Context: an optimization exercise on an open-source flow, tuned for small area and a short achievable clock period. The choices shown serve that exercise and are no tape-out recipe. Function was checked by simulation only, so behaviour that the tests miss may differ from the original. Power figures rest on the tool's default switching activity, not on a simulated workload.

== east ==
## platform_interrupt_controller
module platform_interrupt_controller #(
   parameter int NUM_HARTS   = plic_pkg::DEF_NUM_HARTS,
   parameter int NUM_SOURCES = plic_pkg::DEF_NUM_SOURCES
) (
   input  logic                             clock,
   input  logic                             reset,
   input  logic                             start,
   output logic                             busy,
   input  logic [plic_pkg::CMD_W-1:0]       req_command,
   input  logic [plic_pkg::OFFSET_W-1:0]    req_offset,
   input  logic [plic_pkg::DATA_W-1:0]      req_write_data,
   input  logic [plic_pkg::SRC_W-1:0]       req_irq_source,
   input  logic                             req_irq_level,
   output logic                             rsp_strobe,
   output logic [plic_pkg::DATA_W-1:0]      rsp_read_data,
   output logic                             rsp_access_error,
   output logic [plic_pkg::LINE_W-1:0]      rsp_supervisor_lines,
   output logic [plic_pkg::LINE_W-1:0]      rsp_machine_lines,
   input  logic                             csr_write_enable,
   input  logic [plic_pkg::HARTS_W-1:0]     csr_write_data
);
For scale: about 550 flip-flops, about 23,000 um^2 of cells after synthesis.
clock: 5.5 ns
lec_check: 0
cap_margin: 20
core_margin: 2
core_utilization: 55
cts_cluster_diameter: 60
cts_cluster_size: 30
setup_slack_margin: 3.3
slew_margin: 20
synth_hierarchical: 1
standard.sh (not shown) runs the stock make flow with config.mk's settings and CLKGATE_MAP_FILE= SYNTH_SCRIPT=/design/flow/synth_recipe.tcl, a recipe that flattens the netlist after the stock synthesis.
==> flow/flow/run.sh <==
#!/bin/bash
# The standard layout (standard.sh: the standard flow's synthesis, floorplan, placement,
# CTS, routing), with two changes to how it is made:
#  - CTS adds no dummy loads to balance its clusters;
#  - port buffers are buf_2 instead of the delay cells buffer_ports picks.
# ORFS writes each step's full log under orfs/logs/; make's own output goes
# to standard_flow.log here.
set -euo pipefail
WORK="$(cd "$(dirname "${BASH_SOURCE[0]}")/.." && pwd)"
cd "$WORK"
bash standard.sh \
  "CTS_ARGS=-sink_clustering_enable -repair_clock_nets -sink_clustering_size 30 -sink_clustering_max_diameter 60 -dont_use_dummy_load" \
  "BUFFER_PORTS_ARGS=-buffer_cell sky130_fd_sc_hd__buf_2" \
  finish > "$WORK/standard_flow.log" 2>&1
test -f "$WORK/out/final.def"
What west does differently from east at the input level:
diff --git a/flow/design.v b/flow/design.v
--- a/flow/design.v
+++ b/flow/design.v
@@ -118,22 +118,26 @@
    for (genvar i = 1; i < NUM_SOURCES; i++) begin : g_elig
       plic_elig u_elig   (.p(pending_ff[i]), .c(claimed_ff[i]), .t(q_take[i]), .e(elig[i]));
    end
    plic_first #(.N(NUM_SOURCES-1)) u_first (.e(elig), .f(first));
    logic [NUM_CTX:0] any_line;    
    for (genvar c = 0; c <= NUM_CTX; c++) begin : g_line
       plic_or_and31 u_or (.a(elig),
                           .b(c < NUM_CTX ? enable_ff[c % NUM_CTX][NUM_SOURCES-1:1]
                                          : q_wdata[NUM_SOURCES-1:1]),
                           .y(any_line[c]));
    end
+   for (genvar c = 0; c < NUM_CTX; c++) begin : g_ctx_line
+      plic_ao22 u (.a0(line_keep[c]), .b0(any_line[c]), .a1(line_new[c]), .b1(any_line[NUM_CTX]),
+                   .y(ctx_line[c]));
+   end
    for (genvar b = 0; b < DATA_W; b++) begin : g_rd
       logic [NUM_CTX:0] rd_s, rd_d;
       for (genvar c = 0; c < NUM_CTX; c++) begin : g_c
          assign rd_s[c] = en_rd_sel[c];
          assign rd_d[c] = enable_ff[c][b];
       end
       assign rd_s[NUM_CTX] = q_pend_rd;
       if (b == 0) begin : g_p0
          assign rd_d[NUM_CTX] = 1'b0;
       end else begin : g_p
          assign rd_d[NUM_CTX] = pending_ff[b];
@@ -166,37 +170,40 @@
       end
       if (reset)
          hart_on_ff <= NUM_HARTS'(1);
       else if (csr_write_enable)
          for (int h = 0; h < NUM_HARTS; h++)
             hart_on_ff[h] <= (csr_write_data > HARTS_W'(h));
    end
    logic [DATA_W-1:0]      rd_data;
    logic [NUM_CTX-1:0]     en_rd_sel;     
    logic [SRC_W-1:0]       rd_low;        
    logic [SRC_W-1:0]       rd_low_n;
-   logic                   wdata_line;
+   logic [NUM_CTX-1:0]     line_keep;     
+   logic [NUM_CTX-1:0]     line_new;      
    logic [NUM_CTX-1:0]     ctx_line;
    logic [LINE_W-1:0]      sup, mach;
    always_comb begin
       for (int c = 0; c < NUM_CTX; c++)
          en_rd_sel[c] = q_en_rd & hart_ok & en_valid_ff[c] & (q_ctx == 3'(c));
       rd_low = take_id;
       if (q_prio_rd) rd_low = rd_low | SRC_W'(prio_ff[q_ridx]);
       rd_low_n = ~rd_low;
-      wdata_line = any_line[NUM_CTX];
       for (int c = 0; c < NUM_CTX; c++)
-         ctx_line[c] = en_we[c] ? wdata_line : (en_valid_ff[c] & any_line[c]);
+      begin
+         line_keep[c] = ~rst_q & hart_on_ff[c/2] & en_valid_ff[c] & ~en_we[c];
+         line_new[c]  = ~rst_q & hart_on_ff[c/2] & en_we[c];
+      end
       for (int h = 0; h < NUM_HARTS; h++) begin
-         sup[h]  = ~rst_q & hart_on_ff[h] & ctx_line[2*h];
-         mach[h] = ~rst_q & hart_on_ff[h] & ctx_line[2*h+1];
+         sup[h]  = ctx_line[2*h];
+         mach[h] = ctx_line[2*h+1];
       end
    end
    always_ff @(posedge clock) begin
       rsp_strobe_ff       <= q_valid;
       rsp_read_data_ff    <= rd_data;
       rsp_access_error_ff <= q_err;
       rsp_sup_ff          <= sup;
       rsp_mach_ff         <= mach;
    end
    assign rsp_strobe           = rsp_strobe_ff;
    assign rsp_read_data        = rsp_read_data_ff;
@@ -286,11 +293,15 @@
    end
    plic_nand3 u_y (.a(t[0]), .b(t[1]), .c(t[2]), .y(y));
 endmodule
 module plic_ao9x (input logic [8:0] s, input logic [8:0] d, input logic xn, output logic y);
    logic [2:0] t;
    for (genvar k = 0; k < 3; k++) begin : g_t
       plic_aoi222 u (.a0(s[3*k]), .b0(d[3*k]), .a1(s[3*k+1]), .b1(d[3*k+1]),
                      .a2(s[3*k+2]), .b2(d[3*k+2]), .y(t[k]));
    end
    plic_nand4 u_y (.a(t[0]), .b(t[1]), .c(t[2]), .d(xn), .y(y));
 endmodule
+module plic_ao22 (input logic a0, input logic b0, input logic a1, input logic b1,
+                  output logic y);
+   assign y = (a0 & b0) | (a1 & b1);
+endmodule
- east finished every stage and its layout cleared the timing, design-rule and antenna checks.
- The flow did not stop early for west: all stages ran, and the layout cleared the timing, design-rule and antenna checks.
- Compared with east, west shows total chip power lower by about 0.5%.
- east -> west: clock-pin transition on the worst setup and hold timing paths flat
- Summary — core utilization, west relative to east: lower, by 1.1 points.
- Min longest individual stage delay on the worst path across west and east: west
- Looking at west and east, the horizontal die dimension is a wash.
- Between east and west, the floorplan die area figures differ only marginally.
- Dominant combinational cell family by area after synthesis: compound AO/OA/AOI/OAI gates -> east, simple AND/OR/NAND/NOR gates -> west
- Routed wire in west totals more than in east.
- east reports its worst-path cell with the longest stage delay as sky130_fd_sc_hd__mux4_2 while west reports sky130_fd_sc_hd__or3_4.
- Synthesis-to-finish area growth: west lower than east
- Changes observed in west relative to east: met3 track demand over resource in global routing roughly the same, final setup slack of the worst path -5.9 ps.

[what the ideal ports hide]
How much do the figures lean on ideal ports? The routed layouts below were timed once more, with nothing changed but the port constraints. Step 1 sets driving cells, clkbuf_16 on the clock port and buf_2 on the other inputs (assumed; they add their load-dependent delay and slew). Step 2 adds t to the input delays and takes it off the output delays; t is the mean of the earliest and latest rising clock arrival at the registers after step 1. Input paths then give back, and output paths get back, about the clock's delay inside the block. Three values: no drivers, after step 1, after step 2; two values: the first two.
| run | t, ns | slack for setup (ns) | slew at the worst register clock pin (ns) | cell pins on the clock port's net |
|---|---|---|---|---|
| east | 0.605 | 3.195 / 3.195 / 2.681 | 0.09 / 0.09 | 1 |
| west | 0.617 | 3.189 / 3.205 / 2.590 | 0.09 / 0.09 | 1 |
After both steps setup and hold are still met in every run listed. The setup slack of west, which loses most, moves by +0.016 ns with the drivers and by -0.599 ns with both steps.
